What follows belongs to an exercise in optimizing a design on an open flow for small area, a short achievable clock period and few clock cycles per item; a production flow would make more cautious choices.
Where RTL was checked, it was by simulation tests only, not by an equivalence proof against the original.
Only the layout flow was run in run 8; the RTL was not checked for function there.

## design/flow/run.sh

```bash
#!/bin/bash
# synth_recipe.tcl (not shown) runs the flow's synth.tcl, then flattens the netlist and writes it again
# the make line also repeats each setting of config.mk as NAME=value (left out here)
make -C /OpenROAD-flow-scripts/flow DESIGN_CONFIG=/design/flow/config.mk WORK_HOME=/design/flow/orfs CLKGATE_MAP_FILE= SYNTH_SCRIPT=/design/flow/synth_recipe.tcl finish
```

## design/flow/constraint.sdc

```tcl
create_clock -name core_clock -period 10.5 [get_ports {clk}]
set_input_delay 2.1000 -clock core_clock [delete_from_list [all_inputs] [get_ports {clk}]]
set_output_delay 2.1000 -clock core_clock [all_outputs]
set_load 0.01 [all_outputs]
```

## design/flow/config.mk

```make
export PLATFORM = sky130hd
export DESIGN_NAME = ccu_muldiv_seq
export DESIGN_NICKNAME = ccu_muldiv_seq
export VERILOG_FILES = /design/flow/design.v
export SDC_FILE = /design/flow/constraint.sdc
export NUM_CORES = 4
export LEC_CHECK = 0
export CAP_MARGIN = 20
export CORE_MARGIN = 2
export CORE_UTILIZATION = 40
export SETUP_SLACK_MARGIN = 5
export SLEW_MARGIN = 20
```

## design/flow/design.v

```verilog
module ccu_muldiv_seq (
    input  logic        clk,
    input  logic        rst,
    input  logic        start,
    input  logic [7:0]  alu_mode,
    input  logic [31:0] src1,
    input  logic [31:0] src2,
    input  logic        flush,
    output logic        stall,
    output logic        done,
    output logic [31:0] result,
    output logic        ccu_ans_mux_sel,
    output logic [1:0]  state_dbg
);
    localparam logic [1:0] S_IDLE = 2'd0, S_MUL = 2'd1, S_DIV = 2'd2, S_DONE = 2'd3;
    localparam logic [2:0] P_PREP = 3'd0,   
                           P_INIT = 3'd1,   
                           P_STEP = 3'd2,   
                           P_CORR = 3'd3,   
                           P_FIX  = 3'd4;   
    function automatic logic [31:0] smear(input logic [31:0] x);
        for (int i = 31; i >= 0; i--)
            smear[i] = (i == 31) ? x[31] : (x[i] | smear[i + 1]);
    endfunction
    function automatic logic [5:0] tlen(input logic [31:0] t);
        logic [32:0] te;
        tlen = 6'd0;
        te = {1'b0, t};
        for (int i = 0; i < 32; i++)
            if (te[i] & ~te[i + 1]) tlen = 6'(i + 1);
    endfunction
    function automatic logic [8:0] pairs(input logic [31:0] s);
        pairs[0] = 1'b1;
        for (int k = 1; k < 9; k++)
            pairs[k] = s[4 * k - 1];
    endfunction
    function automatic logic [2:0] booth(input logic [2:0] w);
        booth = {w[1] ^ w[0],
                 (w[2] & ~w[1] & ~w[0]) | (~w[2] & w[1] & w[0]),
                 w[2]};
    endfunction
    logic [1:0]  state;
    logic [2:0]  ph;
    logic [5:0]  ptr;        
    logic [31:0] M;          
    logic [31:0] D;          
    logic [31:0] R;          
    logic        rs;         
    logic [31:0] H;          
    logic [4:0]  hc;         
    logic [5:0]  w1_r, w2_r;
    logic [1:0]  op_r;
    logic        n1_r, msign, dsign, sel_r, negres;
    logic        c_one, c_two, c_neg, c_xr, c_xh, c_xz, dbit;
    logic        h_one, h_two, h_neg;
    logic [2:0]  op;
    logic        is_md, accept, s1, s2, n1, n2, dz, swap, early;
    logic [31:0] S1, S2, S1n;
    logic [8:0]  T1, T2, Tm, L;
    logic [36:0] f1, f2;
    logic [4:0]  wf1, wf2;
    logic [3:0]  kbin;
    logic [5:0]  bc1, bc2, bcf;
    assign op     = alu_mode[2:0];
    assign is_md  = (alu_mode[7:4] == 4'h4);
    assign accept = (state == S_IDLE) & start & is_md & ~flush;
    assign s1     = op[2] ? ~op[0] : (op[1:0] != 2'b11);
    assign s2     = op[2] ? ~op[0] : ~op[1];
    assign n1     = s1 & src1[31];
    assign n2     = s2 & src2[31];
    assign dz     = (src2 == 32'd0);
    assign S1     = smear(src1 ^ {32{n1}});
    assign S2     = smear(src2 ^ {32{n2}});
    assign T1     = pairs(S1);
    assign T2     = pairs(S2);
    assign Tm     = T1 & T2;
    assign L      = Tm & ~{1'b0, Tm[8:1]};
    assign swap   = |(T1 & ~T2);
    assign f1     = {{4{n1}}, src1, 1'b0};
    assign f2     = {{4{n2}}, src2, 1'b0};
    always_comb begin
        wf1  = 5'd0;
        wf2  = 5'd0;
        kbin = 4'd0;
        for (int k = 0; k < 9; k++) begin
            wf1  = wf1 | ({5{L[k]}} & f1[4 * k +: 5]);
            wf2  = wf2 | ({5{L[k]}} & f2[4 * k +: 5]);
            kbin = kbin | ({4{L[k]}} & 4'(k));
        end
    end
    assign bc1    = {booth(wf1[4:2]), booth(wf1[2:0])};
    assign bc2    = {booth(wf2[4:2]), booth(wf2[2:0])};
    assign bcf    = swap ? bc2 : bc1;
    assign S1n    = n1 ? {S1[30:0], 1'b1} : S1;
    assign early  = dz | (|(S2 & ~S1n));
    logic        is_div, last, ge, dneg, fixr;
    logic [5:0]  pn;
    logic [6:0]  i0, ip1;
    logic [31:0] hsum;
    logic [36:0] mx, dext, mag, hmag, ya, yh, xa, sum;
    logic [4:0]  win;
    assign is_div = state[1];
    assign dneg   = dsign & D[31];
    assign last   = (ptr == 6'd0);
    assign pn     = ptr - 6'd1;
    assign mx     = {{4{msign & M[31]}}, M, 1'b0};
    assign win    = mx[{pn[3:0], 2'b00} +: 5];
    assign dext   = {{5{dneg}}, D};
    assign i0     = {1'b0, w1_r} + {6'd0, n1_r} - {1'b0, w2_r};
    assign ip1    = i0 + 7'd1;
    assign mag  = c_one ? dext
                : c_two ? {dext[35:0], 1'b0}
                : {5'd0, ({32{c_xr}} & R) | ({32{c_xh}} & H)};
    assign hmag = h_one ? dext
                : h_two ? {dext[35:0], 1'b0}
                : 37'd0;
    assign ya  = mag ^ {37{c_neg}};
    assign yh  = {hmag[34:0] ^ {35{h_neg}}, {2{h_neg & is_div}}};
    assign xa  = c_xz ? 37'd0
               : is_div ? {{3{rs}}, R, dbit, 1'b0}
               : {5'd0, R[27:0], 1'b0, h_neg, 2'b00};
    assign sum = xa + ya + yh + {36'd0, c_neg | (h_neg & is_div)};
    assign ge  = ~sum[36];
    assign hsum = H + {{27{hc[4]}}, hc};
    assign fixr = op_r[1] & ~ge;
    always_ff @(posedge clk or posedge rst) begin
        if (rst) begin
            state <= S_IDLE;
        end else begin
            case (state)
                S_IDLE: if (accept) state <= !op[2] ? S_MUL : (early ? S_DONE : S_DIV);
                S_MUL: begin
                    if (flush)
                        state <= S_IDLE;
                    else if (ph == P_FIX || (last && !negres))
                        state <= S_DONE;
                end
                S_DIV: begin
                    if (flush)
                        state <= S_IDLE;
                    else if (ph == P_FIX || (ph == P_CORR && !negres) ||
                             (ph == P_STEP && last && !fixr && !negres))
                        state <= S_DONE;
                end
                default: state <= S_IDLE;
            endcase
        end
    end
    always_ff @(posedge clk) begin
        ptr  <= pn;
        dbit <= M[pn[4:0]] & ~pn[5];
        hc   <= (state == S_MUL) ? sum[36:32] : 5'd0;
        rs   <= 1'b0;
        R    <= sum[31:0];
        H    <= {hsum[27:0], R[31:28]};
        {h_one, h_two, h_neg, c_one, c_two, c_neg} <= {booth(win[4:2]), booth(win[2:0])};
        {c_xr, c_xh, c_xz} <= 3'b000;
        case (state)
            S_IDLE: begin
                ptr <= {2'b00, kbin};
                R   <= op[2] ? src1 : 32'd0;
                H   <= {32{op[2] & dz}};
                if (op[2]) begin
                    {h_one, h_two, h_neg, c_one, c_two, c_neg} <= {5'b00000, n1};
                    {c_xr, c_xh, c_xz} <= 3'b101;
                end else begin
                    {h_one, h_two, h_neg, c_one, c_two, c_neg} <= bcf;
                end
            end
            S_MUL: if (ph == P_FIX) H <= hsum;
            S_DIV: begin
                {h_one, h_two, h_neg, c_one, c_two, c_neg} <= {5'b00001, ge ^ dneg};
                H <= {H[30:0], ge};
                case (ph)
                    P_PREP: H <= 32'd0;
                    P_INIT: begin
                        R    <= M >> ip1[5:0];
                        H    <= 32'd0;
                        ptr  <= i0[5:0];
                        dbit <= M[i0[4:0]] & ~i0[5];
                        c_neg <= ~dneg;
                    end
                    P_STEP: begin
                        {rs, R} <= sum[33:1];
                        if (last) begin
                            if (fixr) begin
                                {h_one, h_two, h_neg, c_one, c_two, c_neg} <= {2'b10, dneg, 3'b000};
                            end else begin
                                {h_one, h_two, h_neg, c_one, c_two, c_neg} <= 6'b000001;
                                {c_xr, c_xh, c_xz} <= {op_r[1], ~op_r[1], 1'b1};
                            end
                        end
                    end
                    P_CORR: begin
                        R <= sum[33:2];
                        {h_one, h_two, h_neg, c_one, c_two, c_neg} <= 6'b000001;
                        {c_xr, c_xh, c_xz} <= 3'b101;
                    end
                    default: ;
                endcase
            end
            default: ;
        endcase
    end
    always_ff @(posedge clk) begin
        case (state)
            S_IDLE: begin
                M      <= (!op[2] && swap) ? src2 : src1;
                D      <= (!op[2] && swap) ? src1 : src2;
                msign  <= swap ? s2 : s1;
                dsign  <= swap ? s1 : s2;
                op_r   <= op[1:0];
                w1_r   <= tlen(S1);
                w2_r   <= tlen(S2);
                n1_r   <= n1;
                ph     <= op[2] ? (n1 ? P_PREP : P_INIT) : P_STEP;
                negres <= op[2] ? (op[1] ? n1 : (n1 ^ n2)) : (op[1:0] != 2'b00);
                sel_r  <= op[2] ? op[1] : (op[1:0] == 2'b00);
            end
            S_MUL: if (last) ph <= P_FIX;
            S_DIV: begin
                case (ph)
                    P_PREP: begin
                        M  <= sum[31:0];
                        ph <= P_INIT;
                    end
                    P_INIT: ph <= P_STEP;
                    P_STEP: if (last) ph <= fixr ? P_CORR : P_FIX;
                    P_CORR: ph <= P_FIX;
                    default: sel_r <= 1'b1;
                endcase
            end
            default: ;
        endcase
    end
    assign result          = sel_r ? R : H;
    assign stall           = accept | (state == S_MUL) | (state == S_DIV);
    assign done            = (state == S_DONE);
    assign ccu_ans_mux_sel = done;
    assign state_dbg       = state;
endmodule
```

==> results.toml, run 1 <==
[run_status]
status = "timing/DRC/antenna clean"

[timing]
fmax_ghz = 0.1762
tns_ps = 0
holdWs_ps = 604.1
relSlewSlack_pct = 26.61
fin_crit_sh_pct = 54.05
setup_viol = 0
layout_min_cycle_time_ps = 5675
slew_viol_final = 0
timing_hold_violations_final = 0
rsz0062_at_grt = "yes"
tightest_slew_ps = 1089
skew_ps = 13.84

[clock_network]
ctsLongestPathBuffers = 2
clk_pin_slew_ps = 80
clk_latency_ps = 510
hold_buffers = 0
cts.sinks = 173
cts_made_buffers = 17
root_buffer = "clkbuf_16"
cts_tree = "yes"
htreeDepth = 4

[floorplan]
core_sq_mm = 0.05234
rows = 84
chipWidth_um = 233.8
die-area_sq_mm = 0.05464
ios = 113
initial_core_util_pct = 40.34
die_h_um = 233.8

[worst_hold_path]
hold_class = "register to register"
holdCritStartpoint = "op_r[1]"
hold_end = "c_xh"
hold_depth = 1

[place]
hpwl_um = 70860
dpl_cell_area_sq_mm = 0.02264
io_buffers = 111
place.gp.congestion = 0.9846

[setup_path]
crit_path_max_fanout = 8
critPathBufInv = 1
reg2reg_setup_slack_ps = 5340
crit_chain = "clkdlybuf4s50_1 > nor2_1 > nand3_1 > nor3_1 > and3_1 > a311oi_1 > nand4_1 > or4_1 > nor3_1 > a31oi_2 > mux2_2"
r2r.worst_path.cells = 16
reg2reg_to = "R[30]"
cp.required_ps = 10880
cp-end-kind = "register"
critPathLaunchType = "primary input"
slowest_stage = "clkdlybuf4s50_1"
path_class = "primary input to register"
crit_family = "simple AND/OR/NAND/NOR gates"
max_stage_delay_ps = 850
cp_common_cell = "nor3_1"
timing.rr.start = "h_one"
worst_ep_arrival_time_ps = 6060

[yosys]
ys_seq_elements = 173
synthesis.nets = 2869
yosysMostFrequentCell = "nand2_1"
yosys.area.top_type = "edfxtp_1"
yosysTopAreaCellShare_pct = 12.09
synth_cell_type_count = 97
synth_cells = 2672
synth_warnings = 1
synth-seq-area-share_pct = 20.48
syn_area_sq_mm = 0.02111
synth-async-reset-ratio_pct = 1.156
synth_common_cells = "nand2_1 (277), a21oi_1 (272), nor2_1 (231), o21ai_0 (197), clkbuf_1 (172)"
synth_flop_cell = "dfxtp_1"
synth-edff-count = 85
synth_area_leaders = "edfxtp_1 (12%), dfxtp_1 (8.2%), a21oi_1 (6.4%)"
avgSynthCellArea_sq_um = 7.902

[final_layout]
diodes = 0
nNetsFinal = 2862
fill_cells = 5219
design_area_sq_mm = 0.02366
postLayoutCoreUtil_pct = 45.20
drive_gt1_share_pct = 11.31
area_growth_pct = 12.05

[drt]
drtPass1Iterations = 8
drt-total-wl_um = 96400
viasPerCell = 6.754
vias = 22740
drc = 0
dr.first_iter.drc_count = 2673
wl_per_cell_um = 28.64
postRouteAntennaNets = 0

[grt]
antenna_found_initial = 0
grt-ovfl-total = 0
grt_start_max_net_pins = 67
grt_pass1_wl_um = 140200
grt_util_all_layers_pct = 34.68
grt_pass1_vias = 21470

[run]
cap_violations = 0
-- area by class of cell --
type                       instances  area [sq um]  area share [%]
clock buffer                      18         429.2           1.814
sequential                       173          4334           18.32
timing repair buffer             192          1783           7.536
clock inverter                    14         146.4          0.6188
tap                              688         860.8           3.639
inverter                          70         270.3           1.142
multi-input combinational       2211         15830           66.93
-- worst reg2reg max path: stages (launching register included) --
cell,delay [ps]
dfxtp_4,480
nor2b_2,170
buf_6,290
a22oi_1,180
xnor2_1,220
fa_1,460
ha_1,400
o211ai_1,160
a21bo_2,240
a221o_1,440
a2111o_1,520
a21boi_0,360
or4_1,170
o2111ai_1,270
a32o_1,340
a41oi_1,190
o21ai_0,150
-- routing by layer --
metal / GRT usage [%] / wire (um)
met5: 0 / 0
met1: 43.03 / 36980
met3: 7.089 / 9335
met2: 54.87 / 43220
met4: 22.29 / 6861
-- per-stage QoR --
stage	cells	worst slack, ps
finish	3366	4825
global route	3366	4851
CTS	3346	4858
detailed placement	3304	2763
global placement	3303	2861
floorplan	2672	5371
-- cells in the final DEF (no fill, tap or decap), types with 32 or more instances in the layout --
cell	instances
o21ai_0	194
nor3_1	46
a22oi_1	91
a211oi_1	32
nand3_1	53
mux4_2	49
inv_1	67
fa_1	39
dfxtp_1	81
a31oi_1	42
edfxtp_1	85
ha_1	78
nand2_1	277
xor2_1	59
xnor2_1	91
clkdlybuf4s50_1	80
nor2_1	227
mux2_2	64
a21oi_1	267
mux2i_1	84
buf_4	72
-- worst max-delay path by stage --
stage | startpoint | endpoint | cells past startpoint
after floorplan | src1[30] | D[15] | 12
after detailed placement | src2[31] | M[4] | 12
after global placement | src2[31] | M[4] | 13
after global routing | src2[18] | state[0] | 10
final | src2[10] | state[0] | 11
after CTS | alu_mode[0] | M[11] | 12
-- cell families (layout without fill, tap and decap cells) --
| group | after synthesis | in the layout | share of synthesized area [%] |
|---|---|---|---|
| compound gates | 956 | 956 | 29.33 |
| fa+ha+maj | 121 | 121 | 8.557 |
| flops | 173 | 173 | 20.48 |
| xor+xnor | 155 | 155 | 6.495 |
| simple gates | 775 | 779 | 16.66 |
| mux | 200 | 200 | 12.81 |
| buf+inv | 292 | 294 | 5.659 |
-- repair_timing --
item	4_1_cts	5_1_grt
setup buffers	8	18
cloned	2	2
setup endpoints to repair	83	82
pin swaps	4	10
resized for setup	52	34
-- state kept, by name (all words and copies together) (netlist names), 2 cells and up --
name and flops:
D 32, H 32, M 32, R 32, ptr 6, w1_r 6
w2_r 6, hc 5, ph 3, state 2
Testbench counts, summed over its fixed seeds: cycles 20,920, items 3,200.
==> inputs of run 2 (changes only) <==
==> design/flow/flow/run.sh (new file) <==
#!/bin/bash
set -euo pipefail
bash standard.sh "BUFFER_PORTS_ARGS=-buffer_cell sky130_fd_sc_hd__buf_4" SETUP_SLACK_MARGIN=5.8 finish > standard_flow.log 2>&1
==> design/flow/standard.sh (new file) <==
#!/bin/bash
# synth_recipe.tcl (not shown) runs the flow's synth.tcl, then flattens the netlist and writes it again
# the make line also repeats each setting of config.mk as NAME=value (left out here)
make -C /OpenROAD-flow-scripts/flow DESIGN_CONFIG=/design/flow/config.mk WORK_HOME=/design/flow/orfs CLKGATE_MAP_FILE= SYNTH_SCRIPT=/design/flow/synth_recipe.tcl "${@:-finish}"
--- a/design/flow/config.mk
+++ b/design/flow/config.mk
@@ -8,5 +8,4 @@
 export CAP_MARGIN = 20
 export CORE_MARGIN = 2
 export CORE_UTILIZATION = 40
-export SETUP_SLACK_MARGIN = 5
 export SLEW_MARGIN = 20
removed: design/flow/run.sh
==> run 2 against run 1 <==
  * Still clean
  * Flip-flop and latch count stayed put
  * First-iteration DRC count is 7.9% higher
  * Worst hold slack better by 5.6 ps
  * Global-route usage is 0.54 points higher
  * Clock-buffer cell count stayed put
  * Critical path depth is 6 lower
  * Sequential share of layout area is 1.6 points lower
  * Critical path type is now primary input to output pin
==> results.toml, run 2 <==
[floorplan]
initial_core_util_pct = 40.34
die-area_sq_mm = 0.05464
die_h_um = 233.8
chipWidth_um = 233.8
core_sq_mm = 0.05234
ios = 113
rows = 84

[yosys]
synth_common_cells = "nand2_1 (277), a21oi_1 (272), nor2_1 (231), o21ai_0 (197), clkbuf_1 (172)"
synth_flop_cell = "dfxtp_1"
syn_area_sq_mm = 0.02111
synth-seq-area-share_pct = 20.48
yosysMostFrequentCell = "nand2_1"
avgSynthCellArea_sq_um = 7.902
synth-edff-count = 85
yosysTopAreaCellShare_pct = 12.09
synthesis.nets = 2869
synth_cells = 2672
ys_seq_elements = 173
synth_cell_type_count = 97
synth_area_leaders = "edfxtp_1 (12%), dfxtp_1 (8.2%), a21oi_1 (6.4%)"
synth_warnings = 1
yosys.area.top_type = "edfxtp_1"
synth-async-reset-ratio_pct = 1.156

[timing]
fin_crit_sh_pct = 50.40
timing_hold_violations_final = 0
relSlewSlack_pct = 25.44
tns_ps = 0
tightest_slew_ps = 1104
fmax_ghz = 0.1890
skew_ps = 14.78
layout_min_cycle_time_ps = 5292
setup_viol = 0
rsz0062_at_grt = "yes"
slew_viol_final = 0

[final_layout]
layout_common_cells = "nand2_1 (272), a21oi_1 (248), buf_4 (213), nor2_1 (207), o21ai_0 (169)"
drive_gt1_share_pct = 24.76
nNetsFinal = 2955
final_cell_count_no_fill = 3460
fill_cells = 4988
final_common_cell = "nand2_1"
area_growth_pct = 23.33

[setup_path]
crit_chain = "buf_6 > nor4b_4 > nand3b_1 > o211ai_1 > buf_4"
path_class = "primary input to output pin"
r2r.worst_path.cells = 21
slowest_stage = "o211ai_1"
cp-end-kind = "output pin"
crit_path_max_fanout = 2
cp.required_ps = 8400
max_stage_delay_ps = 360
reg2reg_setup_slack_ps = 5660
timing.rr.start = "c_xh"
critPathLaunchType = "primary input"
reg2reg_to = "state[0]"
worst_ep_arrival_time_ps = 3190
critPathLaunch = "alu_mode[7]"
endpoint = "stall"

[clock_network]
cts_made_buffers = 17
cts.sinks = 173
htreeDepth = 4
hold_buffers = 0
clk_latency_ps = 510
clk_pin_slew_ps = 80
root_buffer = "clkbuf_16"
cts_tree = "yes"
ctsLongestPathBuffers = 2

[place]
place_inst = 3293
io_buffers = 111
hpwl_um = 69450
place.gp.congestion = 1.037

[drt]
wl_per_cell_um = 28.55
drt-total-wl_um = 98780
vias = 23580
viasPerCell = 6.815
postRouteAntennaNets = 0
drtPass1Iterations = 7
drc = 0
dr.first_iter.drc_count = 2885

[grt]
grtUsageMet3_pct = 6.773
grt_util_all_layers_pct = 35.22
grt_start_max_net_pins = 67
grt_pass1_wl_um = 142900
grt-ovfl-total = 0
met1_usage_pct = 45.32
use_met2_pct = 53.94
antenna_found_initial = 2
grt_pass1_vias = 21640
busiest_layer = "met2"

[worst_hold_path]
hold_class = "register to register"

[run]
cap_violations = 0

[run_status]
status = "timing/DRC/antenna clean"
==> run 2: cell types whose count changed in the layout (fill, tap and decap cells not counted), moves of 12 or more <==
cell	previous run	this run
nor2_4	1	13
a21oi_1	267	248
buf_6	4	37
mux2_2	64	41
dlygate4sd2_1	20	0
nor2_1	227	207
buf_4	72	213
o21ai_2	0	17
o21ai_0	194	169
mux2_4	2	26
buf_12	3	15
clkdlybuf4s50_1	80	0
==> run 2: layout make-up <==
type	instances	area, sq um	area share [%]
diodes	1	2.502	0.009610
inverters	70	271.5	1.043
well taps	688	860.8	3.306
flip-flops and latches	173	4345	16.69
clock buffers	18	439.2	1.687
repair buffers	282	2771	10.64
clock inverters	14	111.4	0.4276
multi-input cells	2214	17240	66.20
==> run 2: timing repair <==
item	CTS	global route
gates cloned	14	3
endpoints found under the setup margin	118	98
pin swaps	57	78
gates resized for setup	201	199
setup buffers	89	27
==> run 2: per-layer routing <==
metal / part of all wire, % / vias up
li1: - / 10220
met1: 38 / 11420
met2: 44 / 1550
met3: 10 / 397
met4: 7.9 / 0
met5: 0 / -
==> run 2: how the worst min path moves through the flow <==
stage | start | cells past startpoint | end
after floorplan | op_r[1] | 1 | c_xh
final | op_r[1] | 1 | c_xh
after detailed placement | op_r[1] | 1 | c_xh
after CTS | op_r[1] | 1 | c_xh
after global routing | op_r[1] | 1 | c_xh
after global placement | op_r[1] | 1 | c_xh
==> run 2: critical path, delay by kind of cell <==
family                 cells  cell delay [ps]
AO/OA/AOI/OAI              1              360
buffers and inverters      2              280
AND/OR/NAND/NOR            2              440
==> run 2: cell families (layout without fill, tap and decap cells) <==
family | Yosys count | count (layout) | synth area share (%)
and+or+nand+nor | 775 | 780 | 16.66
buffers and inverters | 292 | 384 | 5.659
AOI/OAI and AO/OA | 956 | 957 | 29.33
DFF | 173 | 173 | 20.48
muxes | 200 | 201 | 12.81
xor gates and xnor gates | 155 | 155 | 6.495
adders and majority gates | 121 | 121 | 8.557
other | 0 | 1 | 0
==> run 2: metrics by stage <==
| step | hold slack (ps) | area (sq um) | utilization [%] | setup WS [ps] |
|---|---|---|---|---|
| finish | 609.7 | 26040 | 49.75 | 5208 |
| global route | 603.7 | 26040 | 49.75 | 5159 |
| CTS | 568.4 | 24840 | 47.45 | 5222 |
| detailed placement | 562.4 | 22360 | 42.72 | 3651 |
| global placement | 560.3 | 22360 | 42.72 | 3656 |
| floorplan | 464.0 | 21260 | - | 5479 |
==> inputs of run 3 (changes only) <==
==> design/flow/flow/run.sh (replaced) <==
#!/bin/bash
set -euo pipefail
bash standard.sh "BUFFER_PORTS_ARGS=-buffer_cell sky130_fd_sc_hd__buf_4" SETUP_SLACK_MARGIN=5.2 finish > standard_flow.log 2>&1
==> run 3 against run 2 <==
  * Register-to-register slack worse by 240 ps
  * Clock skew shrank 0.98 ps
  * Global-route usage down 0.73 points
  * First-iteration DRC count shrank 0.76%
  * Area after synthesis is the same
  * Critical endpoint is now ptr[0]
==> results.toml, run 3 <==
[setup_path]
path_class = "primary input to register"
critPathBufInv = 1
critPathLaunchType = "primary input"
crit_family = "simple AND/OR/NAND/NOR gates"
cp-end-kind = "register"
max_stage_delay_ps = 670
crit_chain = "buf_4 > or2_1 > or4_1 > a22oi_2 > and4_1 > or2_2 > a21oi_1 > o41ai_1 > o221ai_1"
crit_path_max_fanout = 20
cp.required_ps = 10830
reg2reg_setup_slack_ps = 5420
worst_ep_arrival_time_ps = 5630
slowest_stage = "o41ai_1"

[run_status]
status = "timing/DRC/antenna clean"

[timing]
tns_ps = 0
relSlewSlack_pct = 21.77
skew_ps = 13.79
setup_viol = 0
fin_crit_sh_pct = 50.48
slew_viol_final = 0
timing.final.ws_setup_ps = 5200
rsz0062_at_grt = "yes"
layout_min_cycle_time_ps = 5300
timing_hold_violations_final = 0
holdWs_ps = 585.2
tightest_slew_ps = 1159
fmax_ghz = 0.1887

[final_layout]
nNetsFinal = 2842
postLayoutCoreUtil_pct = 44.49
fill_cells = 5306
final_common_cell = "nand2_1"
area_growth_pct = 10.29
design_area_sq_mm = 0.02329
drive_gt1_share_pct = 14.56
layout_common_cells = "nand2_1 (276), a21oi_1 (267), nor2_1 (226), o21ai_0 (194), buf_4 (162)"

[clock_network]
cts.sinks = 173
ctsLongestPathBuffers = 2
root_buffer = "clkbuf_16"
cts_tree = "yes"
clk_latency_ps = 510
cts_made_buffers = 17
clk_pin_slew_ps = 80
htreeDepth = 4
hold_buffers = 0

[yosys]
synth_cells = 2672
yosys.area.top_type = "edfxtp_1"
yosysTopAreaCellShare_pct = 12.09
synth_common_cells = "nand2_1 (277), a21oi_1 (272), nor2_1 (231), o21ai_0 (197), clkbuf_1 (172)"
synth_xor_area_share_pct = 6.495
avgSynthCellArea_sq_um = 7.902
synth-edff-count = 85
synth_area_leaders = "edfxtp_1 (12%), dfxtp_1 (8.2%), a21oi_1 (6.4%)"
syn_area_sq_mm = 0.02111
synth_flop_cell = "dfxtp_1"
synth_warnings = 1
ys_seq_elements = 173
synth-async-reset-ratio_pct = 1.156
synth_top_family_by_area = "compound AO/OA/AOI/OAI gates"
synth_compound_area_share_pct = 29.33
synthesis.nets = 2869
yosysMostFrequentCell = "nand2_1"
synth_cell_type_count = 97
synth_fa_ha_area_share_pct = 8.557
synth-seq-area-share_pct = 20.48
synthSimpleGateAreaFrac_pct = 16.66
synth_mux_area_share_pct = 12.81

[drt]
viasPerCell = 6.780
postRouteAntennaNets = 0
wl_per_cell_um = 28.56
dr.first_iter.drc_count = 2863
drt-total-wl_um = 95590
drtPass1Iterations = 6
drc = 0
vias = 22690

[place]
pre_cts_ws_ps = 3595
hpwl_um = 70760
io_buffers = 111
dpl_cell_area_sq_mm = 0.02228
place.gp.congestion = 0.9764

[run]
cap_violations = 0

[floorplan]
chipWidth_um = 233.8
die_h_um = 233.8
ios = 113
core_sq_mm = 0.05234
rows = 84
die-area_sq_mm = 0.05464
initial_core_util_pct = 40.34

[grt]
grt_start_max_net_pins = 73
grt-ovfl-total = 0
grt_pass1_vias = 21250
grt_pass1_wl_um = 139900
grt_util_all_layers_pct = 34.49
antenna_found_initial = 4

[worst_hold_path]
hold_class = "register to register"
## run 3: layout make-up
| type | count | area (sq um) | share of cell area, % |
|---|---|---|---|
| Antenna cell | 1 | 2.502 | 0.01075 |
| Clock inverter | 15 | 172.7 | 0.7415 |
| Timing Repair Buffer | 174 | 1431 | 6.147 |
| Multi-Input combinational cell | 2209 | 15790 | 67.79 |
| Tap cell | 688 | 860.8 | 3.697 |
| Clock buffer | 17 | 425.4 | 1.827 |
| Sequential cell | 173 | 4342 | 18.64 |
| Inverter | 70 | 266.5 | 1.144 |
## run 3: logic make-up (layout without fill, tap and decap cells)
group | after synthesis | count (layout)
flops | 173 | 173
xor+xnor | 155 | 155
compound gates | 956 | 956
other cells | 0 | 1
buf+inv | 292 | 276
simple gates | 775 | 777
fa+ha+maj | 121 | 121
mux | 200 | 200
## run 3: path summary, 6_finish.rpt
check	from	endpoint	cells past startpoint
hold / removal	op_r[1]	c_xh	1
max in group asynchronous	rst	state[1]	2
hold reg to reg	op_r[1]	c_xh	1
min in group asynchronous	rst	state[0]	2
setup / recovery	src1[31]	ptr[0]	9
setup reg to reg	c_xh	state[1]	20
## run 3: metrics by stage
step | instances
finish | 3347
global route | 3346
CTS | 3336
detailed placement | 3296
global placement | 3296
floorplan | 2672
## run 3: repair_timing
action,CTS,global route
pin swaps,5,8
setup buffers,7,8
endpoints found under the setup margin,82,47
gates resized for setup,19,33
cloned,1,2
## run 3: worst register-to-register path: stages, from the launching register on
cell and delay [ps]:
dfxtp_1 330, buf_12 160, a22oi_1 430, nor2_1 80, a21oi_1 110, o21ai_0 100, xor2_1 210, fa_1 450
ha_1 420, o21ai_0 120, o21bai_1 250, o311ai_1 150, buf_4 190, a21oi_4 200, a41oi_1 200, o31ai_2 320
xnor2_1 150, buf_4 220, o211ai_1 160, a31oi_1 290, mux2_2 420
## run 3: metal layers
metal  vias up  wire length, um  GRT usage, %  share of wire [%]
met4         2             6786         22.15                7.1
met1     11080            37620         44.23                 39
li1       9966                -             -                  -
met2      1339            42700         54.02                 45
met5         -               16             0              0.017
met3       304             8474         5.460                8.9
==> inputs of run 4 (changes only) <==
--- a/design/flow/config.mk
+++ b/design/flow/config.mk
@@ -7,5 +7,5 @@
 export LEC_CHECK = 0
 export CAP_MARGIN = 20
 export CORE_MARGIN = 2
-export CORE_UTILIZATION = 40
+export CORE_UTILIZATION = 50
 export SLEW_MARGIN = 20
==> run 4 against run 3 <==
  * Still clean
  * Clock-buffer cell count up 4
  * Synthesized cell count unchanged
  * Maximum frequency down 1.7%
  * Die area down 20%
  * Cell count down 4.1%
  * Wire length down 2.2%
  * Clock skew down 2.5 ps
  * Non-clock buffer count up 7
==> results.toml, run 4 <==
[clock_network]
cts_made_buffers = 17
htreeDepth = 4
clk_latency_ps = 510
ctsLongestPathBuffers = 2
cts_tree = "yes"
root_buffer = "clkbuf_16"
clk_pin_slew_ps = 70
cts.sinks = 173

[yosys]
yosysTopAreaCellShare_pct = 12.09
yosys.area.top_type = "edfxtp_1"
synthSimpleGateAreaFrac_pct = 16.66
synth_warnings = 1
synth_fa_ha_area_share_pct = 8.557
synth_cell_type_count = 97
syn_area_sq_mm = 0.02111
avgSynthCellArea_sq_um = 7.902
synth_flop_cell = "dfxtp_1"
synth-seq-area-share_pct = 20.48
synth-edff-count = 85
synth-async-reset-ratio_pct = 1.156
synth_area_leaders = "edfxtp_1 (12%), dfxtp_1 (8.2%), a21oi_1 (6.4%)"
synth_common_cells = "nand2_1 (277), a21oi_1 (272), nor2_1 (231), o21ai_0 (197), clkbuf_1 (172)"
synth_compound_area_share_pct = 29.33
ys_seq_elements = 173
synth_top_family_by_area = "compound AO/OA/AOI/OAI gates"
synth_xor_area_share_pct = 6.495
synthesis.nets = 2869
yosysMostFrequentCell = "nand2_1"
synth_cells = 2672
synth_mux_area_share_pct = 12.81

[setup_path]
critPathLaunchType = "primary input"
r2r.worst_path.cells = 17
max_stage_delay_ps = 490
reg2reg_to = "R[30]"
timing.rr.start = "h_one"
cp-end-kind = "register"
crit_chain = "buf_4 > clkinvlp_4 > buf_4 > nor2_4 > buf_4 > mux2i_4 > buf_4 > nand2_1 > a21oi_1 > a2111oi_4 > buf_4 > or2_2 > nand2_1 > o21ai_0"
worst_ep_arrival_time_ps = 5570
slowest_stage = "or2_2"
cp_common_cell = "buf_4"
critPathLaunch = "src2[31]"
reg2reg_setup_slack_ps = 5390
path_class = "primary input to register"
crit_family = "buffers and inverters"
endpoint = "D[31]"
critPathBufInv = 6
cp.required_ps = 10680
cp_num_cells = 14
crit_path_max_fanout = 18

[grt]
grt_pass1_wl_um = 136600
grt_start_max_net_pins = 67
antenna_found_initial = 7
grt_util_all_layers_pct = 41.78
grt_pass1_vias = 20990
grt-ovfl-total = 0

[final_layout]
area_growth_pct = 9.209
drive_gt1_share_pct = 15.00
nNetsFinal = 2850
postLayoutCoreUtil_pct = 55.09
layout_common_cells = "nand2_1 (276), a21oi_1 (270), nor2_1 (225), o21ai_0 (195), buf_4 (174)"
design_area_sq_mm = 0.02306
final_common_cell = "nand2_1"

[timing]
relSlewSlack_pct = 26.44
slew_viol_final = 0
timing.final.ws_setup_ps = 5107
fin_crit_sh_pct = 51.36
tightest_slew_ps = 1090
rsz0062_at_grt = "yes"
setup_viol = 0
skew_ps = 11.28
tns_ps = 0
fmax_ghz = 0.1854
layout_min_cycle_time_ps = 5393
timing_hold_violations_final = 0

[floorplan]
die-area_sq_mm = 0.04389
chipWidth_um = 209.5
core_sq_mm = 0.04185
rows = 75
die_h_um = 209.5
ios = 113
initial_core_util_pct = 50.45

[drt]
dr.first_iter.drc_count = 3448
viasPerCell = 7.131
drtPass1Iterations = 6
drc = 0
drt-total-wl_um = 93530
postRouteAntennaNets = 0
wl_per_cell_um = 29.15
vias = 22880

[place]
pre_cts_ws_ps = 3217
io_buffers = 111
place.gp.congestion = 1.060
hpwl_um = 70100
dpl_cell_area_sq_mm = 0.02213

[run_status]
status = "timing/DRC/antenna clean"

[run]
cap_violations = 0

[worst_hold_path]
hold_class = "register to register"
-- run 4: per-layer routing --
metal  routed length, um  GRT usage [%]  vias up
met4                4537          19.49        2
met2               38220          58.62     1526
met5                  18              0        -
met3               11620          11.48      270
met1               39130          59.33    11100
li1                    -              -     9988
-- run 4: worst min-delay path by stage --
stage	end	cells after the start	slack, ps	start
3_5_place_dp	c_xh	1	580	op_r[1]
2_1_floorplan	c_xh	1	460	op_r[1]
3_3_place_gp	c_xh	1	580	op_r[1]
6_report	c_xh	1	630	op_r[1]
5_1_grt	c_xh	1	600	op_r[1]
4_1_cts	c_xh	1	600	op_r[1]
-- run 4: kinds of logic after synthesis --
| kind of cell | count (synthesis) |
|---|---|
| AO/OA/AOI/OAI | 956 |
| XOR/XNOR | 155 |
| adder cells (fa/ha/maj) | 121 |
| buffers and inverters | 292 |
| flip-flops | 173 |
| multiplexers | 200 |
| AND/OR/NAND/NOR | 775 |
-- run 4: metrics by stage --
stage                     hold slack (ps)  std cells
after global routing                598.8       3206
final                               625.5       3209
after detailed placement            583.3       3150
after floorplan                     464.0       2672
after CTS                           596.6       3191
after global placement              584.3       3150
-- run 4: cell type report --
| type | count | area, sq um |
|---|---|---|
| Antenna cell | 4 | 10.01 |
| Clock buffer | 21 | 483.0 |
| Clock inverter | 11 | 77.57 |
| Fill cell | 4035 | 18790 |
| Inverter | 70 | 270.3 |
| Multi-Input combinational cell | 2209 | 15800 |
| Sequential cell | 173 | 4334 |
| Tap cell | 539 | 674.4 |
| Timing Repair Buffer | 181 | 1404 |
| Timing Repair inverter | 1 | 5.005 |
-- run 4: what timing repair did --
item,CTS,global route
cloned,1,2
resized for setup,23,18
hold buffers,0,0
pin swaps,4,7
setup endpoints to repair,92,48
buffers inserted,8,12
==> inputs of run 5 (changes only) <==
==> design/flow/flow/run.sh (replaced) <==
#!/bin/bash
set -euo pipefail
bash standard.sh "BUFFER_PORTS_ARGS=-buffer_cell sky130_fd_sc_hd__buf_2" SETUP_SLACK_MARGIN=5.5 finish > standard_flow.log 2>&1
==> run 5 against run 4 <==
  * Register-to-register slack better by 210 ps
  * Global-route usage up 0.45 points
  * Core utilization up 1.3 points
  * Clock skew up 2.2 ps
  * Synthesized cell count unchanged
  * Via count up 1.7%
  * Area after synthesis unchanged
  * Cell count up 0.87%
  * Worst setup slack better by 300 ps
  * Maximum frequency up 5.8%
==> results.toml, run 5 <==
[run_status]
status = "timing/DRC/antenna clean"

[worst_hold_path]
holdCritStartpoint = "op_r[1]"
hold_class = "register to register"
hold_depth = 1
hold_end = "c_xh"

[drt]
highest_layer = "met5"
wl_met1_um = 38980
met3_length_um = 12620
viasPerCell = 7.188
drtPass1Iterations = 7
drc = 0
vias = 23270
postRouteAntennaNets = 0
wl_per_cell_um = 29.47
dr.first_iter.drc_count = 3706
drt-total-wl_um = 95400
wl_met2_um = 38650

[final_layout]
drive_gt1_share_pct = 17.40
final_common_cell = "nand2_1"
nNetsFinal = 2880
design_area_sq_mm = 0.02362
layout_common_cells = "nand2_1 (276), a21oi_1 (267), nor2_1 (225), o21ai_0 (187), buf_2 (106)"
area_growth_pct = 11.88
fill_cells = 4036

[timing]
timing.final.ws_setup_ps = 5403
relSlewSlack_pct = 29.41
layout_min_cycle_time_ps = 5097
tns_ps = 0
slew_viol_final = 0
setup_viol = 0
timing_hold_violations_final = 0
skew_ps = 13.47
fmax_ghz = 0.1962
fin_crit_sh_pct = 48.54
rsz0062_at_grt = "yes"
tightest_slew_ps = 1051

[setup_path]
worst_ep_arrival_time_ps = 5470
critPathLaunchType = "primary input"
r2r.worst_path.cells = 17
path_class = "primary input to register"
timing.rr.start = "h_one"
cp-end-kind = "register"
reg2reg_to = "R[30]"
crit_path_max_fanout = 19
cp.required_ps = 10870
critPathLaunch = "alu_mode[2]"
reg2reg_setup_slack_ps = 5600

[floorplan]
die_h_um = 209.5
chipWidth_um = 209.5
die-area_sq_mm = 0.04389
ios = 113
rows = 75
initial_core_util_pct = 50.45
core_sq_mm = 0.04185

[clock_network]
root_buffer = "clkbuf_16"
clk_pin_slew_ps = 80
cts_tree = "yes"
hold_buffers = 0
htreeDepth = 4
cts_made_buffers = 17
ctsLongestPathBuffers = 2
clk_latency_ps = 500
cts.sinks = 173

[grt]
grt_util_all_layers_pct = 42.23
grt_pass1_vias = 20920
grt_start_max_net_pins = 68
grt-ovfl-total = 0
grt_pass1_wl_um = 138200
antenna_found_initial = 8

[place]
dpl_cell_area_sq_mm = 0.02189
place.gp.congestion = 1.011
io_buffers = 111
pre_cts_ws_ps = 3400
hpwl_um = 69600

[yosys]
synth_cells = 2672
avgSynthCellArea_sq_um = 7.902
syn_area_sq_mm = 0.02111
ys_seq_elements = 173
yosysMostFrequentCell = "nand2_1"
yosys.area.top_type = "edfxtp_1"
yosysTopAreaCellShare_pct = 12.09
synth_area_leaders = "edfxtp_1 (12%), dfxtp_1 (8.2%), a21oi_1 (6.4%)"
synth_flop_cell = "dfxtp_1"
synth_cell_type_count = 97
synth-edff-count = 85
synth-async-reset-ratio_pct = 1.156
synth_common_cells = "nand2_1 (277), a21oi_1 (272), nor2_1 (231), o21ai_0 (197), clkbuf_1 (172)"
synth-seq-area-share_pct = 20.48
synth_warnings = 1
synthesis.nets = 2869

[run]
cap_violations = 0
==> run 5: what timing repair did <==
item / 4_1_cts / 5_1_grt
endpoints found under the setup margin: 112 / 91
endpoints found under the hold margin: 0 / 0
resized for setup: 72 / 71
buffers inserted: 22 / 25
pin swaps: 13 / 23
gates cloned: 5 / 3
==> run 5: cell families after synthesis <==
family | share of synthesized area (%)
simple gates | 16.66
compound gates | 29.33
mux | 12.81
fa+ha+maj | 8.557
xor+xnor | 6.495
flops | 20.48
buf+inv | 5.659
==> run 5: worst max path at each step <==
stage                     slack [ps]  cells after the start  endpoint
after floorplan                 5480                     13     M[21]
after global placement          3430                     12     M[12]
after detailed placement        3400                     12     M[13]
after CTS                       5430                     12     M[13]
after global routing            5380                      5     stall
final                           5400                     13     h_one
==> run 5: layer usage <==
metal / vias up / global-route usage (%)
li1: 10060 / -
met4: 6 / 17.44
met3: 347 / 12.49
met5: - / 0
met2: 1786 / 60.22
met1: 11070 / 59.47
==> run 5: stage by stage <==
stage | std cells | util (%) | hold slack (ps)
finish | 3237 | 56.44 | 597.6
global route | 3235 | 56.43 | 601.2
CTS | 3207 | 55.09 | 587.1
detailed placement | 3148 | 52.31 | 583.9
global placement | 3146 | 52.21 | 577.4
floorplan | 2672 | - | 464.0
==> run 5: critical path: stages <==
cell       delay (ps)
buf_6             200
mux2_4            400
or3_4             400
a222oi_1          320
buf_4             260
buf_12            130
and4_4            270
a2111oi_1          80
a31oi_1           260
nand3_2           190
xor2_1            200
a222oi_1          550
nand2_1           100
==> run 5: layout make-up <==
| type | count | area (sq um) | area share, % |
|---|---|---|---|
| Multi-Input combinational cell | 2213 | 16230 | 68.71 |
| Sequential cell | 173 | 4337 | 18.36 |
| Timing Repair Buffer | 208 | 1496 | 6.335 |
| Tap cell | 539 | 674.4 | 2.855 |
| Clock buffer | 19 | 454.2 | 1.923 |
| Inverter | 70 | 270.3 | 1.144 |
| Clock inverter | 13 | 153.9 | 0.6515 |
| Antenna cell | 2 | 5.005 | 0.02119 |
==> inputs of run 6 (changes only) <==
==> design/flow/flow/run.sh (replaced) <==
#!/bin/bash
set -euo pipefail
bash standard.sh "BUFFER_PORTS_ARGS=-buffer_cell sky130_fd_sc_hd__buf_4" SETUP_SLACK_MARGIN=5.5 finish > standard_flow.log 2>&1
==> run 6 against run 5 <==
  * Worst hold slack better by 15 ps
  * Synthesized cell count did not move
  * Worst setup slack better by 35 ps
  * Core utilization up 0.33 points
  * Via count is 1.6% lower
  * Global-route usage decreased by 0.57 points
  * Maximum frequency increased by 0.70%
==> results.toml, run 6 <==
[timing]
timing_hold_violations_final = 0
fmax_ghz = 0.1976
tns_ps = 0
slew_viol_final = 0
holdWs_ps = 612.5
timing.final.ws_setup_ps = 5439
layout_min_cycle_time_ps = 5061
fin_crit_sh_pct = 48.20
relSlewSlack_pct = 27.96
tightest_slew_ps = 1079
setup_viol = 0
rsz0062_at_grt = "yes"
skew_ps = 11.47

[yosys]
yosysTopAreaCellShare_pct = 12.09
avgSynthCellArea_sq_um = 7.902
synthesis.nets = 2869
synth_cell_type_count = 97
syn_area_sq_mm = 0.02111
synth_area_leaders = "edfxtp_1 (12%), dfxtp_1 (8.2%), a21oi_1 (6.4%)"
synth_common_cells = "nand2_1 (277), a21oi_1 (272), nor2_1 (231), o21ai_0 (197), clkbuf_1 (172)"
synth-seq-area-share_pct = 20.48
ys_seq_elements = 173
synth_cells = 2672
synth-async-reset-ratio_pct = 1.156
yosys.area.top_type = "edfxtp_1"
synth_flop_cell = "dfxtp_1"
yosysMostFrequentCell = "nand2_1"
synth_warnings = 1
synth-edff-count = 85

[clock_network]
cts.sinks = 173
cts_made_buffers = 17
hold_buffers = 0
root_buffer = "clkbuf_16"
clk_latency_ps = 500
cts_tree = "yes"
htreeDepth = 4
ctsLongestPathBuffers = 2
clk_pin_slew_ps = 70

[grt]
grt-ovfl-total = 0
grt_util_all_layers_pct = 41.67
grt_start_max_net_pins = 71
grt_pass1_wl_um = 136700
antenna_found_initial = 2
grt_pass1_vias = 20770

[final_layout]
final_cell_count_no_fill = 3244
postLayoutCoreUtil_pct = 56.77
design_area_sq_mm = 0.02376
drive_gt1_share_pct = 17.10
regArea_sq_mm = 0.004334
area_growth_pct = 12.54
fill_cells = 3918
nNetsFinal = 2886
multi_input_area_sq_mm = 0.01606
final_common_cell = "nand2_1"
layout_common_cells = "nand2_1 (276), a21oi_1 (269), nor2_1 (224), buf_4 (197), o21ai_0 (188)"

[drt]
dr.first_iter.drc_count = 3632
vias = 22890
drtPass1Iterations = 6
drc = 0
drt-total-wl_um = 93130
postRouteAntennaNets = 0
viasPerCell = 7.055
wl_per_cell_um = 28.71

[setup_path]
path_class = "primary input to register"
worst_ep_arrival_time_ps = 5440
cp.required_ps = 10880
reg2reg_setup_slack_ps = 5550
cp-end-kind = "register"
critPathLaunchType = "primary input"
crit_path_max_fanout = 2

[place]
place_inst = 3147
pre_cts_ws_ps = 3681
hpwl_um = 69250
place.gp.congestion = 1.093
dpl_cell_area_sq_mm = 0.02215
io_buffers = 111

[floorplan]
initial_core_util_pct = 50.45
die-area_sq_mm = 0.04389
core_sq_mm = 0.04185
ios = 113
chipWidth_um = 209.5
rows = 75
die_h_um = 209.5

[run]
cap_violations = 0

[worst_hold_path]
hold_class = "register to register"

[run_status]
status = "timing/DRC/antenna clean"
## run 6: logic make-up after synthesis
| logic type | count (synthesis) | synth area share (%) |
|---|---|---|
| compound gates | 956 | 29.33 |
| xor+xnor | 155 | 6.495 |
| fa+ha+maj | 121 | 8.557 |
| buf+inv | 292 | 5.659 |
| flops | 173 | 20.48 |
| mux | 200 | 12.81 |
| simple gates | 775 | 16.66 |
## run 6: timing repair
action | 4_1_cts | 5_1_grt
buffers inserted | 36 | 20
cloned | 5 | 1
pin swaps | 11 | 15
gates resized for setup | 61 | 48
endpoints found under the setup margin | 111 | 79
## run 6: path summary, 6_finish.rpt
path / startpoint / end / cells past startpoint
worst max-delay path: alu_mode[7] / state[0] / 25
worst min-delay path: op_r[1] / c_xh / 1
worst max register to register: w2_r[0] / R[6] / 15
worst min register to register: op_r[1] / c_xh / 1
max in group asynchronous: rst / state[1] / 2
min in group asynchronous: rst / state[0] / 2
## run 6: cell type report
class	count	area share (%)
multi-input cells	2211	67.58
flip-flops and latches	173	18.24
repair buffers	216	7.735
well taps	539	2.838
clock buffers	24	2.206
inverters	70	1.148
clock inverters	8	0.2212
diodes	3	0.03159
## run 6: per-layer routing
metal	wire [um]	track usage (%)	part of all wire, %	vias up
met3	12100	12.30	13	263
met1	38670	58.71	42	10970
li1	-	-	-	10050
met5	8	0	0.0086	-
met2	37900	58.32	41	1598
met4	4446	19.39	4.8	2
## run 6: critical path, cell delays in order
cell and delay, ps:
buf_6 100, nor4b_4 250, nand3b_1 130, buf_4 150, buf_4 120, buf_4 120, buf_4 120, buf_4 120
buf_4 120, buf_4 120, buf_4 120, buf_4 120, buf_4 120, buf_4 120, buf_4 120, buf_4 120
buf_4 120, buf_4 120, buf_4 120, buf_4 120, buf_4 120, nand2_1 50, nand2_1 70, a31oi_2 180
mux2_2 360
==> inputs of run 7 (changes only) <==
--- a/design/flow/config.mk
+++ b/design/flow/config.mk
@@ -7,5 +7,5 @@
 export LEC_CHECK = 0
 export CAP_MARGIN = 20
 export CORE_MARGIN = 2
-export CORE_UTILIZATION = 50
+export CORE_UTILIZATION = 40
 export SLEW_MARGIN = 20
==> run 7 against run 6 <==
  * Sequential share of layout area hardly changed
  * Die area is 24% higher
  * Worst hold slack worse by 27 ps
  * Synthesized cell count stayed put
  * Clock skew is 5.6 ps higher
  * Non-clock buffer count is 14 lower
  * Worst setup slack worse by 250 ps
  * Area after synthesis stayed put
  * Final area is 0.39% higher
==> results.toml, run 7 <==
[timing]
tns_ps = 0
layout_min_cycle_time_ps = 5316
timing.final.ws_setup_ps = 5184
slew_viol_final = 0
setup_viol = 0
tightest_slew_ps = 989.3
fin_crit_sh_pct = 50.63
fmax_ghz = 0.1881
timing_hold_violations_final = 0
skew_ps = 17.09
relSlewSlack_pct = 33.57
rsz0062_at_grt = "yes"

[setup_path]
slowest_stage = "o211ai_1"
path_class = "primary input to output pin"
worst_ep_arrival_time_ps = 3220
critPathBufInv = 2
crit_path_max_fanout = 2
crit_family = "simple AND/OR/NAND/NOR gates"
cp-end-kind = "output pin"
reg2reg_setup_slack_ps = 5540
max_stage_delay_ps = 360
cp.required_ps = 8400
critPathLaunchType = "primary input"
crit_chain = "buf_6 > nor4b_4 > nand3b_1 > o211ai_1 > buf_4"

[final_layout]
final_common_cell = "nand2_1"
layout_common_cells = "nand2_1 (275), a21oi_1 (265), nor2_1 (225), o21ai_0 (188), buf_4 (183)"
area_growth_pct = 12.98
regArea_sq_mm = 0.004344
nNetsFinal = 2871
drive_gt1_share_pct = 16.64
multi_input_area_sq_mm = 0.01604
diodes = 0
fill_cells = 5208

[grt]
grt_pass1_wl_um = 138900
grt-ovfl-total = 0
grt_start_max_net_pins = 67
grt_pass1_vias = 21020
grt_util_all_layers_pct = 34.44
antenna_found_initial = 2

[floorplan]
rows = 84
chipWidth_um = 233.8
core_sq_mm = 0.05234
die-area_sq_mm = 0.05464
ios = 113
die_h_um = 233.8
initial_core_util_pct = 40.34

[clock_network]
ctsLongestPathBuffers = 2
clk_pin_slew_ps = 70
clk_latency_ps = 510
htreeDepth = 4
cts_made_buffers = 17
hold_buffers = 0
root_buffer = "clkbuf_16"
cts_tree = "yes"
cts.sinks = 173

[yosys]
ys_seq_elements = 173
synth_cells = 2672
synth_flop_cell = "dfxtp_1"
syn_area_sq_mm = 0.02111
yosysTopAreaCellShare_pct = 12.09
synth-async-reset-ratio_pct = 1.156
synth_warnings = 1
yosysMostFrequentCell = "nand2_1"
synth-seq-area-share_pct = 20.48
synth-edff-count = 85
synth_area_leaders = "edfxtp_1 (12%), dfxtp_1 (8.2%), a21oi_1 (6.4%)"
synth_common_cells = "nand2_1 (277), a21oi_1 (272), nor2_1 (231), o21ai_0 (197), clkbuf_1 (172)"
synth_cell_type_count = 97
avgSynthCellArea_sq_um = 7.902
yosys.area.top_type = "edfxtp_1"
synthesis.nets = 2869

[drt]
vias = 22590
dr.first_iter.drc_count = 2683
drc = 0
drtPass1Iterations = 8
wl_per_cell_um = 28.37
postRouteAntennaNets = 0
viasPerCell = 6.693
drt-total-wl_um = 95750

[run]
cap_violations = 0

[worst_hold_path]
hold_class = "register to register"

[place]
place.gp.congestion = 1.039
hpwl_um = 70410
io_buffers = 111
pre_cts_ws_ps = 3498

[run_status]
status = "timing/DRC/antenna clean"
[run 7: cell counts after synthesis]
No cell type changed its count.
[run 7: cells by family after synthesis]
logic type | Yosys count | synth area share, %
and+or+nand+nor | 775 | 16.66
DFF | 173 | 20.48
xor gates and xnor gates | 155 | 6.495
buffers and inverters | 292 | 5.659
muxes | 200 | 12.81
adders and majority gates | 121 | 8.557
AOI/OAI and AO/OA | 956 | 29.33
[run 7: final cells by class]
cell class              count  share of cell area, %
multi-input cells        2210                  67.25
flip-flops and latches    173                  18.21
repair buffers            202                  7.154
well taps                 688                  3.609
clock buffers              20                  1.873
inverters                  70                  1.133
clock inverters            12                 0.7710
[run 7: worst paths after layout]
| path | start | endpoint | cells after the start |
|---|---|---|---|
| setup / recovery | alu_mode[4] | stall | 5 |
| hold / removal | op_r[1] | c_xh | 1 |
| max in group asynchronous | rst | state[1] | 2 |
| setup reg to reg | c_xr | state[1] | 18 |
| min in group asynchronous | rst | state[1] | 2 |
| hold reg to reg | op_r[1] | c_xh | 1 |
[run 7: worst register-to-register path: stages, from the launching register on]
cell      delay (ps)
dfxtp_1          360
buf_12           190
a22oi_1          130
nor2_1           150
a21oi_1           60
o21ai_1          190
xor2_1           220
fa_1             450
ha_1             380
o211ai_1         160
a21bo_2          250
a221o_1          430
a21oi_4          220
a41oi_2          180
o31ai_2          320
xnor2_2          230
o211ai_1         230
a31oi_2          330
mux2_2           390
[run 7: repair_timing]
item                       CTS  global route
gates cloned                 2             3
gates resized for setup     50            61
buffers inserted            15            25
pin swaps                    9            19
setup endpoints to repair  113            61
[run 7: routing by layer]
metal / up-vias / routed length [um] / GRT usage (%)
li1: 10020 / - / -
met5: - / 10 / 0
met3: 322 / 9416 / 6.992
met2: 1421 / 42830 / 53.86
met1: 10830 / 36750 / 43.42
met4: 2 / 6740 / 21.78
[run 7: per-stage QoR]
step / hold WS (ps) / cell area [sq um] / utilization, % / instances
2_1_floorplan: 464.0 / 21190 / - / 2672
3_3_place_gp: 547.8 / 22330 / 42.66 / 3297
3_5_place_dp: 543.0 / 22360 / 42.71 / 3298
4_1_cts: 559.2 / 23340 / 44.60 / 3347
5_1_grt: 585.9 / 23850 / 45.58 / 3375
6_report: 585.2 / 23850 / 45.58 / 3375
==> inputs of run 8 (changes only) <==
--- a/design/flow/design.v
+++ b/design/flow/design.v
@@ -132,7 +132,7 @@
                 S_MUL: begin
                     if (flush)
                         state <= S_IDLE;
-                    else if (ph == P_FIX || (last && !negres))
+                    else if (last)
                         state <= S_DONE;
                 end
                 S_DIV: begin
@@ -167,7 +167,6 @@
                     {h_one, h_two, h_neg, c_one, c_two, c_neg} <= bcf;
                 end
             end
-            S_MUL: if (ph == P_FIX) H <= hsum;
             S_DIV: begin
                 {h_one, h_two, h_neg, c_one, c_two, c_neg} <= {5'b00001, ge ^ dneg};
                 H <= {H[30:0], ge};
@@ -214,10 +213,9 @@
                 w2_r   <= tlen(S2);
                 n1_r   <= n1;
                 ph     <= op[2] ? (n1 ? P_PREP : P_INIT) : P_STEP;
-                negres <= op[2] ? (op[1] ? n1 : (n1 ^ n2)) : (op[1:0] != 2'b00);
+                negres <= op[2] & (op[1] ? n1 : (n1 ^ n2));
                 sel_r  <= op[2] ? op[1] : (op[1:0] == 2'b00);
             end
-            S_MUL: if (last) ph <= P_FIX;
             S_DIV: begin
                 case (ph)
                     P_PREP: begin
@@ -233,7 +231,7 @@
             default: ;
         endcase
     end
-    assign result          = sel_r ? R : H;
+    assign result          = sel_r ? R : hsum;
     assign stall           = accept | (state == S_MUL) | (state == S_DIV);
     assign done            = (state == S_DONE);
     assign ccu_ans_mux_sel = done;
==> design/flow/flow/run.sh (replaced) <==
#!/bin/bash
set -euo pipefail
bash standard.sh "BUFFER_PORTS_ARGS=-buffer_cell sky130_fd_sc_hd__buf_4" SETUP_SLACK_MARGIN=5.2 finish > standard_flow.log 2>&1
==> run 8 against run 7 <==
  * Cell count increased by 1.1%
  * Wire length increased by 0.80%
  * Final area increased by 0.30%
  * Sequential share of layout area about the same
  * Register-to-register slack got worse by 210 ps
  * Die area decreased by 2.7%
  * First-iteration DRC count increased by 2.5%
  * Clock-buffer cell count decreased by 3
==> results.toml, run 8 <==
[setup_path]
cp.required_ps = 8400
slowest_stage = "dfxtp_4"
crit_chain = "clkbuf_16 > ha_1 > inv_1 > nor2_1 > nor2_1 > a21oi_1 > o21a_1 > o2111ai_4 > a21oi_4 > o31ai_2 > nor3b_2 > o31ai_2 > buf_4"
crit_path_max_fanout = 6
cp-end-kind = "output pin"
critPathLaunchType = "register"
max_stage_delay_ps = 390
worst_ep_arrival_time_ps = 3390
path_class = "register to output pin"

[drt]
vias = 22570
viasPerCell = 6.616
drtPass1Iterations = 6
drt-total-wl_um = 96520
dr.first_iter.drc_count = 2750
drc = 0
wl_per_cell_um = 28.30
postRouteAntennaNets = 0

[clock_network]
ctsLongestPathBuffers = 2
cts_tree = "yes"
htreeDepth = 4
clk_latency_ps = 500
cts.sinks = 173
hold_buffers = 0
cts_made_buffers = 17
root_buffer = "clkbuf_16"
clk_pin_slew_ps = 70

[worst_hold_path]
hold_class = "register to register"

[final_layout]
layout_common_cells = "nand2_1 (305), a21oi_1 (259), nor2_1 (245), buf_4 (209), o21ai_0 (184)"
postLayoutCoreUtil_pct = 46.92
final_common_cell = "nand2_1"
nNetsFinal = 2915
diodes = 0
area_growth_pct = 16.52
design_area_sq_mm = 0.02393
drive_gt1_share_pct = 17.98

[timing]
skew_ps = 13.96
fin_crit_sh_pct = 52.28
relSlewSlack_pct = 24.20
slew_viol_final = 0
setup_viol = 0
fmax_ghz = 0.1822
tightest_slew_ps = 1133
rsz0062_at_grt = "yes"
timing_hold_violations_final = 0
tns_ps = 0
layout_min_cycle_time_ps = 5489

[floorplan]
chipWidth_um = 230.6
ios = 113
die-area_sq_mm = 0.05316
die_h_um = 230.6
initial_core_util_pct = 40.27
core_sq_mm = 0.05099
rows = 83

[yosys]
synthesis.nets = 2871
synth-edff-count = 85
yosysMostFrequentCell = "nand2_1"
synth_common_cells = "nand2_1 (307), a21oi_1 (277), nor2_1 (259), o21ai_0 (209), clkbuf_1 (168)"
avgSynthCellArea_sq_um = 7.679
synth_cells = 2674
yosysTopAreaCellShare_pct = 12.43
ys_seq_elements = 173
synth-async-reset-ratio_pct = 1.156
synth_warnings = 1
syn_area_sq_mm = 0.02053
synth_cell_type_count = 89
yosys.area.top_type = "edfxtp_1"
synth_flop_cell = "dfxtp_1"
synth-seq-area-share_pct = 21.06
synth_area_leaders = "edfxtp_1 (12%), dfxtp_1 (8.4%), a21oi_1 (6.8%)"

[grt]
grt_start_max_net_pins = 67
grt_pass1_wl_um = 138400
grt-ovfl-total = 0
antenna_found_initial = 4
grt_util_all_layers_pct = 34.98
grt_pass1_vias = 20710

[place]
io_buffers = 111
hpwl_um = 71480
place.gp.congestion = 0.9963
dpl_cell_area_sq_mm = 0.02183

[run_status]
status = "timing/DRC/antenna clean"

[run]
cap_violations = 0
## run 8: cell types whose count changed after synthesis, sizes merged, moves of 12 or more
cell	before	now
mux2	66	38
xnor2	94	82
nor2	232	259
a31oi	45	30
nand2	277	307
inv	69	86
mux4	49	35
a22oi	94	79
a221oi	30	18
a211oi	32	45
nand3	57	41
## run 8: what timing repair did
action | in CTS | in global routing
setup buffers | 36 | 30
resized for setup | 93 | 105
setup endpoints to repair | 119 | 102
pin swaps | 30 | 51
cloned | 4 | 5
endpoints found under the hold margin | 0 | 0
## run 8: worst paths after layout
check / startpoint / end / slack, ps / depth (start not counted)
max in group asynchronous: rst / state[1] / 8900 / 2
worst max register to register: c_xr / R[20] / 5330 / 22
worst max-delay path: hc[4] / result[28] / 5010 / 13
worst min register to register: H[23] / H[24] / 550 / 2
min in group asynchronous: rst / state[0] / 1470 / 2
worst min-delay path: H[23] / H[24] / 550 / 2
## run 8: through the flow
stage	setup WS (ps)	instances	hold WS, ps
6_report	5011	3411	545.2
4_1_cts	4940	3376	542.7
5_1_grt	4886	3411	580.0
3_5_place_dp	3948	3304	528.6
3_3_place_gp	3941	3304	529.0
2_1_floorplan	5259	2674	488.1
## run 8: logic make-up (layout without fill, tap and decap cells)
| group | count (synthesis) | after routing | synth area share, % |
|---|---|---|---|
| XOR/XNOR | 149 | 149 | 6.355 |
| AND/OR/NAND/NOR | 815 | 821 | 17.71 |
| AO/OA/AOI/OAI | 960 | 960 | 30.24 |
| adder cells (fa/ha/maj) | 121 | 121 | 8.799 |
| flip-flops | 173 | 173 | 21.06 |
| multiplexers | 160 | 160 | 10.18 |
| buffers and inverters | 296 | 347 | 5.661 |
## run 8: final cells by class
| class | instances | area (sq um) |
|---|---|---|
| Fill cell | 5048 | 27060 |
| Multi-Input combinational cell | 2211 | 15940 |
| Sequential cell | 173 | 4345 |
| Timing Repair Buffer | 228 | 1867 |
| Tap cell | 680 | 850.8 |
| Clock buffer | 17 | 425.4 |
| Inverter | 87 | 334.1 |
| Clock inverter | 15 | 161.4 |
## run 8: critical path: cells and delay by family (launching register included)
kind / cells / cell delay [ps]
buffers and inverters: 3 / 440
adder cells (fa/ha/maj): 1 / 300
AND/OR/NAND/NOR: 3 / 390
AO/OA/AOI/OAI: 6 / 1360
flip-flops: 1 / 390
## run 8: metal layers
| metal | vias up | GRT usage [%] | routed length, um |
|---|---|---|---|
| met3 | 225 | 5.040 | 8328 |
| met5 | - | 0 | 0 |
| met4 | 0 | 20.18 | 6334 |
| li1 | 10030 | - | - |
| met2 | 1314 | 54.77 | 43230 |
| met1 | 11000 | 46.06 | 38630 |

## afterwards: timing with drivers on the ports
No port has a modelled driver above. Below, the same layouts with a new extraction and two added sets of constraints.
Step 1 (the two cells are an assumption about what drives the block):
set clk [get_ports {clk}]
set_driving_cell -lib_cell sky130_fd_sc_hd__clkbuf_16 $clk
set_driving_cell -lib_cell sky130_fd_sc_hd__buf_2 [delete_from_list [all_inputs] $clk]
Step 2 moves the port delays by t, midway between the first and last clock arrival at a register: inputs arrive t later, outputs are due t later. That takes back most of the time a late clock gives input paths.
Slacks: no drivers / after step 1 / after step 2; pairs: no drivers / after step 1.
run	shift t [ns]	slack for setup (ns)	worst hold slack (ns)	latest minus earliest clock arrival (ns)
run 1	0.560	4.825 / 4.859 / 4.299	0.604 / 0.604 / 0.604	0.014 / 0.014
run 2	0.565	5.208 / 5.173 / 4.886	0.610 / 0.610 / 0.610	0.015 / 0.015
run 3	0.561	5.200 / 5.189 / 4.664	0.585 / 0.585 / 0.585	0.015 / 0.015
run 4	0.565	5.107 / 5.144 / 4.579	0.625 / 0.625 / 0.625	0.011 / 0.011
run 5	0.556	5.403 / 5.415 / 4.866	0.598 / 0.598 / 0.598	0.016 / 0.017
run 6	0.552	5.439 / 5.428 / 4.907	0.613 / 0.613 / 0.613	0.013 / 0.013
run 7	0.557	5.184 / 5.149 / 4.899	0.585 / 0.585 / 0.585	0.017 / 0.017
run 8	0.546	5.011 / 4.954 / 4.694	0.545 / 0.545 / 0.545	0.014 / 0.015
After both steps every run listed still meets setup and hold. The setup slack of run 5, which loses most, moves by +0.012 ns with the drivers and by -0.537 ns with both steps.
